This design comes from an exercise in tuning for small area on the open sky130 flow, not from production work. In this exercise RTL edits were held to simulation tests only and were not proved equivalent to the original.

==> run a <==
Design sadEngineTop, start of the top module:
module sadEngineTop #(
        parameter int ElemWidth = 8
) (
        input  logic Clk,
        input  logic rst,
        input  logic psel,
        input  logic penable,
        input  logic pwrite,
        input  sadPkg::apbAddrT paddr,
        input  sadPkg::apbDataT pwdata,
        output sadPkg::apbDataT prdata
);
export LEC_CHECK = 0
export CAP_MARGIN = 20
export CORE_MARGIN = 2
export CORE_UTILIZATION = 40
export CTS_BUF_LIST = sky130_fd_sc_hd__clkbuf_16
export CTS_CLUSTER_DIAMETER = 120
export CTS_CLUSTER_SIZE = 30
export SLEW_MARGIN = 20
create_clock -name core_clock -period 5.0 [get_ports {Clk}]
standard.sh (not shown) runs the stock make flow with config.mk's settings and CLKGATE_MAP_FILE= SYNTH_SCRIPT=/design/flow/synth_recipe.tcl, a recipe that flattens the netlist after the stock synthesis.
==> flow/flow/run.sh <==
#!/bin/bash
# Own layout flow: the standard flow, with the synthesis's ABC technology
# mapping run on flow/abc.script instead of ORFS's speed script. Everything
# else (registers, flattening, renaming, floorplan to finish) is the standard.
# Each step's full output goes to a log file of its own in the work folder.
set -euo pipefail
W=$PWD

# The standard synthesis script, with the abc command taking our mapping script
{
  cat <<EOT
proc abc {args} {
  set i [lsearch -exact \$args -script]
  if {\$i >= 0} { set args [lreplace \$args \$i [expr {\$i + 1}] -script $W/flow/abc.script] }
  yosys abc {*}\$args
}
EOT
  cat "$W/synth_recipe.tcl"
} > "$W/flow_synth.tcl"

make -C "$FLOW_HOME" DESIGN_CONFIG="$W/config.mk" WORK_HOME="$W/orfs" CLKGATE_MAP_FILE= \
  SYNTH_SCRIPT="$W/flow_synth.tcl" synth > "$W/synth.log" 2>&1

# Floorplan to finish as the standard flow does it; writes out/final.def.
# Clock tree: the standard clustering, without dummy loads.
export CTS_ARGS="-sink_clustering_enable -repair_clock_nets -sink_clustering_size 30 -sink_clustering_max_diameter 120 -buf_list sky130_fd_sc_hd__clkbuf_16 -dont_use_dummy_load"
# Port buffers: the smallest buffer cell, one per port as the standard flow
export BUFFER_PORTS_ARGS="-buffer_cell sky130_fd_sc_hd__buf_1"
bash "$W/standard.sh" > "$W/layout.log" 2>&1
==> flow/flow/abc.script <==
strash
&get -n
&st
&dch -f
&nf -R 1000 -p -a
&put
topo
stime -c
==> inputs of run b, as changes to run a <==
--- a/flow/design.v
+++ b/flow/design.v
@@ -79,25 +79,24 @@
         input  logic rst,
         input  logic elemTransfer,
         input  logic elemWrite,
         input  logic [3:0] stagePtr,
         input  logic [ElemWidth-1:0] elemData,
         input  logic windowLoad,
         input  logic [1:0] lane,
-        input  logic idle,
-        output logic [1:0] phase,
         output logic [ElemWidth-1:0] stageElem,
         output logic [ElemWidth-1:0] windowElem
 );
         logic [ElemWidth-1:0] stageMem [16];
         logic [ElemWidth-1:0] windowMem [16];
+        logic [1:0] phase;
         logic [ElemWidth-1:0] heldData;
         logic [1:0] heldAge;
         logic [3:0] heldPtr;
-        logic copyWait;
+        logic [3:0] copyAge;
         logic copying;
         logic busWrite;
         logic heldWrite;
         logic [1:0] insLane;
         logic [ElemWidth-1:0] insData;
         always_ff @(posedge Clk) begin
                 if (rst) begin
@@ -114,24 +113,17 @@
         end
         assign heldPtr = stagePtr - 1'b1;
         assign busWrite = elemTransfer && (stagePtr[1:0] == phase);
         assign heldWrite = (|heldAge) && (heldPtr[1:0] == phase);
         assign insLane = busWrite ? stagePtr[3:2] : heldPtr[3:2];
         assign insData = busWrite ? elemData : heldData;
         always_ff @(posedge Clk) begin
-                if (rst) begin
-                        copyWait <= 1'b0;
-                        copying <= 1'b0;
-                end else begin
-                        copyWait <= (windowLoad || copyWait) && (phase != 2'd3);
-                        if (phase == 2'd3) begin
-                                copying <= windowLoad || copyWait;
-                        end
-                end
-        end
+                copyAge <= {copyAge[2:0], windowLoad};
+        end
+        assign copying = |copyAge;
         always_ff @(posedge Clk) begin
                 for (int j = 0; j < 3; j++) begin
                         for (int l = 0; l < 4; l++) begin
                                 stageMem[4*j + l] <= stageMem[4*(j + 1) + l];
                                 windowMem[4*j + l] <= windowMem[4*(j + 1) + l];
                         end
                 end
@@ -145,15 +137,15 @@
                                 windowMem[12 + l] <= stageMem[l];
                         end else begin
                                 windowMem[12 + l] <= windowMem[l];
                         end
                 end
         end
         assign stageElem = stageMem[lane];
-        assign windowElem = (copying || idle) ? stageMem[lane] : windowMem[lane];
+        assign windowElem = copying ? stageMem[lane] : windowMem[lane];
 endmodule
 `timescale 1ns/1ps
 module sadDiffTree #(
         parameter int ElemWidth = 8
 ) (
         input  logic [ElemWidth-1:0] windowElem,
         input  logic [ElemWidth-1:0] stageElem,
@@ -172,62 +164,65 @@
         parameter int ElemWidth = 8
 ) (
         input  logic Clk,
         input  logic rst,
         input  logic computeStart,
         input  logic clearBest,
         input  logic [ElemWidth+3:0] sumNext,
-        input  logic [1:0] phase,
         output logic [1:0] lane,
-        output logic idle,
         output logic [ElemWidth+3:0] lastSad,
         output logic [ElemWidth+3:0] bestSad,
         output sadPkg::frameIndexT bestIdx,
         output sadPkg::frameIndexT resultCount
 );
-        logic armed;
         logic busy;
-        logic turnEnd;
-        logic go;
+        logic [3:0] step;
         logic finish;
-        assign turnEnd = (phase == 2'd3);
-        assign go = (computeStart || armed) && turnEnd;
-        assign idle = !busy;
-        always_ff @(posedge Clk) begin
-                if (rst) begin
-                        armed <= 1'b0;
+        always_ff @(posedge Clk) begin
+                if (rst) begin
                         busy <= 1'b0;
                         finish <= 1'b0;
-                        lane <= '0;
                 end else begin
-                        armed <= (computeStart || armed) && !turnEnd;
-                        busy <= go || (busy && !(turnEnd && (lane == 2'd3)));
-                        finish <= busy && turnEnd && (lane == 2'd3);
-                        lane <= lane + 2'(busy && turnEnd);
-                end
-        end
-        always_ff @(posedge Clk) begin
-                if (rst || computeStart) begin
+                        finish <= busy && (step == 4'd15);
+                        if (computeStart) begin
+                                busy <= 1'b1;
+                        end else if (step == 4'd15) begin
+                                busy <= 1'b0;
+                        end
+                end
+        end
+        always_ff @(posedge Clk) begin
+                if (computeStart) begin
+                        step <= '0;
+                end else if (busy) begin
+                        step <= step + 1'b1;
+                end
+        end
+        assign lane = step[3:2];
+        always_ff @(posedge Clk) begin
+                if (rst) begin
                         lastSad <= '0;
-                end else begin
+                end else if (computeStart) begin
+                        lastSad <= '0;
+                end else if (busy) begin
                         lastSad <= sumNext;
                 end
         end
         always_ff @(posedge Clk) begin
                 if (rst) begin
                         bestSad <= '1;
                         bestIdx <= '0;
                         resultCount <= '0;
                 end else if (clearBest) begin
                         bestSad <= '1;
                         bestIdx <= '0;
                         resultCount <= '0;
-                end else begin
-                        resultCount <= resultCount + 8'(finish);
-                        if (finish && (lastSad < bestSad)) begin
+                end else if (finish) begin
+                        resultCount <= resultCount + 1'b1;
+                        if (lastSad < bestSad) begin
                                 bestSad <= lastSad;
                                 bestIdx <= resultCount;
                         end
                 end
         end
 endmodule
 `timescale 1ns/1ps
@@ -247,16 +242,14 @@
         logic elemTransfer;
         logic elemWrite;
         logic windowLoad;
         logic computeStart;
         logic countWrite;
         logic [3:0] stagePtr;
         logic [1:0] lane;
-        logic [1:0] phase;
-        logic idle;
         logic [ElemWidth-1:0] stageElem;
         logic [ElemWidth-1:0] windowElem;
         logic [SumWidth-1:0] sumNext;
         logic [SumWidth-1:0] lastSad;
         logic [SumWidth-1:0] bestSad;
         sadPkg::frameIndexT bestIdx;
         sadPkg::frameIndexT resultCount;
@@ -271,22 +264,21 @@
                 .countWrite(countWrite), .stagePtr(stagePtr)
         );
         sadVectorCapture #(.ElemWidth(ElemWidth)) uCapture (
                 .Clk(Clk), .rst(rst),
                 .elemTransfer(elemTransfer), .elemWrite(elemWrite),
                 .stagePtr(stagePtr), .elemData(pwdata[ElemWidth-1:0]),
                 .windowLoad(windowLoad),
-                .lane(lane), .idle(idle), .phase(phase),
-                .stageElem(stageElem), .windowElem(windowElem)
+                .lane(lane), .stageElem(stageElem), .windowElem(windowElem)
         );
         sadDiffTree #(.ElemWidth(ElemWidth)) uDiffTree (
                 .windowElem(windowElem), .stageElem(stageElem),
                 .sumIn(lastSad), .sumOut(sumNext)
         );
         sadBestTracker #(.ElemWidth(ElemWidth)) uTracker (
                 .Clk(Clk), .rst(rst),
                 .computeStart(computeStart), .clearBest(countWrite),
-                .sumNext(sumNext), .phase(phase), .lane(lane), .idle(idle),
+                .sumNext(sumNext), .lane(lane),
                 .lastSad(lastSad), .bestSad(bestSad),
                 .bestIdx(bestIdx), .resultCount(resultCount)
         );
 endmodule
==> flow/run.sh (new file) <==
#!/bin/bash
# synth_recipe.tcl (not shown) runs the flow's synth.tcl, then flattens the netlist and writes it again
# the make line also repeats each setting of config.mk as NAME=value (left out here)
make -C /OpenROAD-flow-scripts/flow DESIGN_CONFIG=/design/flow/config.mk WORK_HOME=/design/flow/orfs CLKGATE_MAP_FILE= SYNTH_SCRIPT=/design/flow/synth_recipe.tcl finish
Settings changed: CORE_UTILIZATION 40 to 65, PLACE_DENSITY set to 0.75.
removed: flow/flow/run.sh
removed: flow/flow/abc.script
removed: flow/standard.sh
==> inputs of run c, as changes to run a <==
--- a/flow/design.v
+++ b/flow/design.v
@@ -79,25 +79,24 @@
         input  logic rst,
         input  logic elemTransfer,
         input  logic elemWrite,
         input  logic [3:0] stagePtr,
         input  logic [ElemWidth-1:0] elemData,
         input  logic windowLoad,
         input  logic [1:0] lane,
-        input  logic idle,
-        output logic [1:0] phase,
         output logic [ElemWidth-1:0] stageElem,
         output logic [ElemWidth-1:0] windowElem
 );
         logic [ElemWidth-1:0] stageMem [16];
         logic [ElemWidth-1:0] windowMem [16];
+        logic [1:0] phase;
         logic [ElemWidth-1:0] heldData;
         logic [1:0] heldAge;
         logic [3:0] heldPtr;
-        logic copyWait;
+        logic [3:0] copyAge;
         logic copying;
         logic busWrite;
         logic heldWrite;
         logic [1:0] insLane;
         logic [ElemWidth-1:0] insData;
         always_ff @(posedge Clk) begin
                 if (rst) begin
@@ -114,24 +113,17 @@
         end
         assign heldPtr = stagePtr - 1'b1;
         assign busWrite = elemTransfer && (stagePtr[1:0] == phase);
         assign heldWrite = (|heldAge) && (heldPtr[1:0] == phase);
         assign insLane = busWrite ? stagePtr[3:2] : heldPtr[3:2];
         assign insData = busWrite ? elemData : heldData;
         always_ff @(posedge Clk) begin
-                if (rst) begin
-                        copyWait <= 1'b0;
-                        copying <= 1'b0;
-                end else begin
-                        copyWait <= (windowLoad || copyWait) && (phase != 2'd3);
-                        if (phase == 2'd3) begin
-                                copying <= windowLoad || copyWait;
-                        end
-                end
-        end
+                copyAge <= {copyAge[2:0], windowLoad};
+        end
+        assign copying = |copyAge;
         always_ff @(posedge Clk) begin
                 for (int j = 0; j < 3; j++) begin
                         for (int l = 0; l < 4; l++) begin
                                 stageMem[4*j + l] <= stageMem[4*(j + 1) + l];
                                 windowMem[4*j + l] <= windowMem[4*(j + 1) + l];
                         end
                 end
@@ -145,15 +137,15 @@
                                 windowMem[12 + l] <= stageMem[l];
                         end else begin
                                 windowMem[12 + l] <= windowMem[l];
                         end
                 end
         end
         assign stageElem = stageMem[lane];
-        assign windowElem = (copying || idle) ? stageMem[lane] : windowMem[lane];
+        assign windowElem = copying ? stageMem[lane] : windowMem[lane];
 endmodule
 `timescale 1ns/1ps
 module sadDiffTree #(
         parameter int ElemWidth = 8
 ) (
         input  logic [ElemWidth-1:0] windowElem,
         input  logic [ElemWidth-1:0] stageElem,
@@ -172,62 +164,65 @@
         parameter int ElemWidth = 8
 ) (
         input  logic Clk,
         input  logic rst,
         input  logic computeStart,
         input  logic clearBest,
         input  logic [ElemWidth+3:0] sumNext,
-        input  logic [1:0] phase,
         output logic [1:0] lane,
-        output logic idle,
         output logic [ElemWidth+3:0] lastSad,
         output logic [ElemWidth+3:0] bestSad,
         output sadPkg::frameIndexT bestIdx,
         output sadPkg::frameIndexT resultCount
 );
-        logic armed;
         logic busy;
-        logic turnEnd;
-        logic go;
+        logic [3:0] step;
         logic finish;
-        assign turnEnd = (phase == 2'd3);
-        assign go = (computeStart || armed) && turnEnd;
-        assign idle = !busy;
-        always_ff @(posedge Clk) begin
-                if (rst) begin
-                        armed <= 1'b0;
+        always_ff @(posedge Clk) begin
+                if (rst) begin
                         busy <= 1'b0;
                         finish <= 1'b0;
-                        lane <= '0;
                 end else begin
-                        armed <= (computeStart || armed) && !turnEnd;
-                        busy <= go || (busy && !(turnEnd && (lane == 2'd3)));
-                        finish <= busy && turnEnd && (lane == 2'd3);
-                        lane <= lane + 2'(busy && turnEnd);
-                end
-        end
-        always_ff @(posedge Clk) begin
-                if (rst || computeStart) begin
+                        finish <= busy && (step == 4'd15);
+                        if (computeStart) begin
+                                busy <= 1'b1;
+                        end else if (step == 4'd15) begin
+                                busy <= 1'b0;
+                        end
+                end
+        end
+        always_ff @(posedge Clk) begin
+                if (computeStart) begin
+                        step <= '0;
+                end else if (busy) begin
+                        step <= step + 1'b1;
+                end
+        end
+        assign lane = step[3:2];
+        always_ff @(posedge Clk) begin
+                if (rst) begin
                         lastSad <= '0;
-                end else begin
+                end else if (computeStart) begin
+                        lastSad <= '0;
+                end else if (busy) begin
                         lastSad <= sumNext;
                 end
         end
         always_ff @(posedge Clk) begin
                 if (rst) begin
                         bestSad <= '1;
                         bestIdx <= '0;
                         resultCount <= '0;
                 end else if (clearBest) begin
                         bestSad <= '1;
                         bestIdx <= '0;
                         resultCount <= '0;
-                end else begin
-                        resultCount <= resultCount + 8'(finish);
-                        if (finish && (lastSad < bestSad)) begin
+                end else if (finish) begin
+                        resultCount <= resultCount + 1'b1;
+                        if (lastSad < bestSad) begin
                                 bestSad <= lastSad;
                                 bestIdx <= resultCount;
                         end
                 end
         end
 endmodule
 `timescale 1ns/1ps
@@ -247,16 +242,14 @@
         logic elemTransfer;
         logic elemWrite;
         logic windowLoad;
         logic computeStart;
         logic countWrite;
         logic [3:0] stagePtr;
         logic [1:0] lane;
-        logic [1:0] phase;
-        logic idle;
         logic [ElemWidth-1:0] stageElem;
         logic [ElemWidth-1:0] windowElem;
         logic [SumWidth-1:0] sumNext;
         logic [SumWidth-1:0] lastSad;
         logic [SumWidth-1:0] bestSad;
         sadPkg::frameIndexT bestIdx;
         sadPkg::frameIndexT resultCount;
@@ -271,22 +264,21 @@
                 .countWrite(countWrite), .stagePtr(stagePtr)
         );
         sadVectorCapture #(.ElemWidth(ElemWidth)) uCapture (
                 .Clk(Clk), .rst(rst),
                 .elemTransfer(elemTransfer), .elemWrite(elemWrite),
                 .stagePtr(stagePtr), .elemData(pwdata[ElemWidth-1:0]),
                 .windowLoad(windowLoad),
-                .lane(lane), .idle(idle), .phase(phase),
-                .stageElem(stageElem), .windowElem(windowElem)
+                .lane(lane), .stageElem(stageElem), .windowElem(windowElem)
         );
         sadDiffTree #(.ElemWidth(ElemWidth)) uDiffTree (
                 .windowElem(windowElem), .stageElem(stageElem),
                 .sumIn(lastSad), .sumOut(sumNext)
         );
         sadBestTracker #(.ElemWidth(ElemWidth)) uTracker (
                 .Clk(Clk), .rst(rst),
                 .computeStart(computeStart), .clearBest(countWrite),
-                .sumNext(sumNext), .phase(phase), .lane(lane), .idle(idle),
+                .sumNext(sumNext), .lane(lane),
                 .lastSad(lastSad), .bestSad(bestSad),
                 .bestIdx(bestIdx), .resultCount(resultCount)
         );
 endmodule
--- a/flow/flow/run.sh
+++ b/flow/flow/run.sh
@@ -17,13 +17,9 @@
 EOT
   cat "$W/synth_recipe.tcl"
 } > "$W/flow_synth.tcl"
 
 make -C "$FLOW_HOME" DESIGN_CONFIG="$W/config.mk" WORK_HOME="$W/orfs" CLKGATE_MAP_FILE= \
   SYNTH_SCRIPT="$W/flow_synth.tcl" synth > "$W/synth.log" 2>&1
 
-# Floorplan to finish as the standard flow does it; writes out/final.def.
-# Clock tree: the standard clustering, without dummy loads.
-export CTS_ARGS="-sink_clustering_enable -repair_clock_nets -sink_clustering_size 30 -sink_clustering_max_diameter 120 -buf_list sky130_fd_sc_hd__clkbuf_16 -dont_use_dummy_load"
-# Port buffers: the smallest buffer cell, one per port as the standard flow
-export BUFFER_PORTS_ARGS="-buffer_cell sky130_fd_sc_hd__buf_1"
+# Floorplan to finish as the standard flow does it; writes out/final.def
 bash "$W/standard.sh" > "$W/layout.log" 2>&1
==> flow/flow/abc.script (replaced) <==
strash
balance
rewrite
refactor
balance
rewrite
rewrite -z
balance
refactor -z
rewrite -z
balance
dch -f
amap
topo
stime -c
==> results_dict.tcl <==
set metrics [dict create \
    tightest_slew_ns 0.696 \
    seq_share_pct 57.9 \
    syn_area_um2 9790 \
    netlist_instances 836 \
    final_cells 1250 \
    synth_top_area_share_pct 64.2 \
    met3_usage_pct 1.99 \
    die_h_um 160 \
    synthAdderAreaFrac_pct 4.37 \
    fin_crit_ns 4.61 \
    drt-initial-drc-count 436 \
    fin_nets 1001 \
    clock_area_share_pct 3.43 \
    synthTopCellsByArea "dfxtp_1 64%, o22a_1 5.7%, ha_1 4.0%, nor2_1 2.9%, clkinv_1 2.7%" \
    status "no timing/DRC/antenna violations" \
]
The numbers above come from run c.

==> results_dict.tcl <==
set metrics [dict create \
    synthTopCellsByArea "dfxtp_1 64%, ha_1 4.2%, nand2_1 4.0%, mux2_1 3.7%, o21ai_0 2.7%" \
    tightest_slew_ns 0.847 \
    seq_share_pct 60.3 \
    netlist_instances 831 \
    syn_area_um2 9770 \
    synth_top_area_share_pct 63.7 \
    die_h_um 160 \
    fin_crit_ns 4.66 \
    clock_area_share_pct 3.27 \
    drt-initial-drc-count 294 \
    status "no timing/DRC/antenna violations" \
]
The numbers above come from run a.

==> results_dict.tcl <==
set metrics [dict create \
    status "no timing/DRC/antenna violations" \
    synthTopCellsByArea "dfxtp_1 60%, mux2_2 7.8%, ha_1 3.7%, mux4_2 3.5%, nand2_1 2.4%" \
    die_h_um 131 \
    seq_share_pct 57.4 \
    met3_usage_pct 3.18 \
    final_cells 1093 \
    synthAdderAreaFrac_pct 4.10 \
    netlist_instances 840 \
    synth_top_area_share_pct 60.2 \
    syn_area_um2 10400 \
    tightest_slew_ns 0.810 \
]
The numbers above come from run b.

==> static timing again, ports no longer ideal <==
No port has a modelled driver above. Below, the same layouts with a new extraction and two added sets of constraints. Step 1 (the two cells are an assumption about what drives the block):
set clk [get_ports {Clk}]
set_driving_cell -lib_cell sky130_fd_sc_hd__clkbuf_16 $clk
set_driving_cell -lib_cell sky130_fd_sc_hd__buf_2 [delete_from_list [all_inputs] $clk]
Step 2 adds t to the input delays and takes it off the output delays; t is the mean of the earliest and latest rising clock arrival at the registers after step 1. Input paths then give back, and output paths get back, about the clock's delay inside the block. Three values: no drivers, after step 1, after step 2; two values: the first two.
| run | t (ns) | slack for setup (ns) | slew at the worst register clock pin (ns) |
|---|---|---|---|
| run a | 0.519 | 0.337 / 0.337 / 0.337 | 0.11 / 0.11 |
| run b | 0.524 | 0.500 / 0.500 / 0.500 | 0.12 / 0.12 |
| run c | 0.542 | 0.393 / 0.368 / 0.368 | 0.12 / 0.12 |
After both steps every run listed still meets setup and hold. For run c, which loses most, drivers alone change the setup slack by -0.025 ns; drivers and shift together by -0.025 ns.
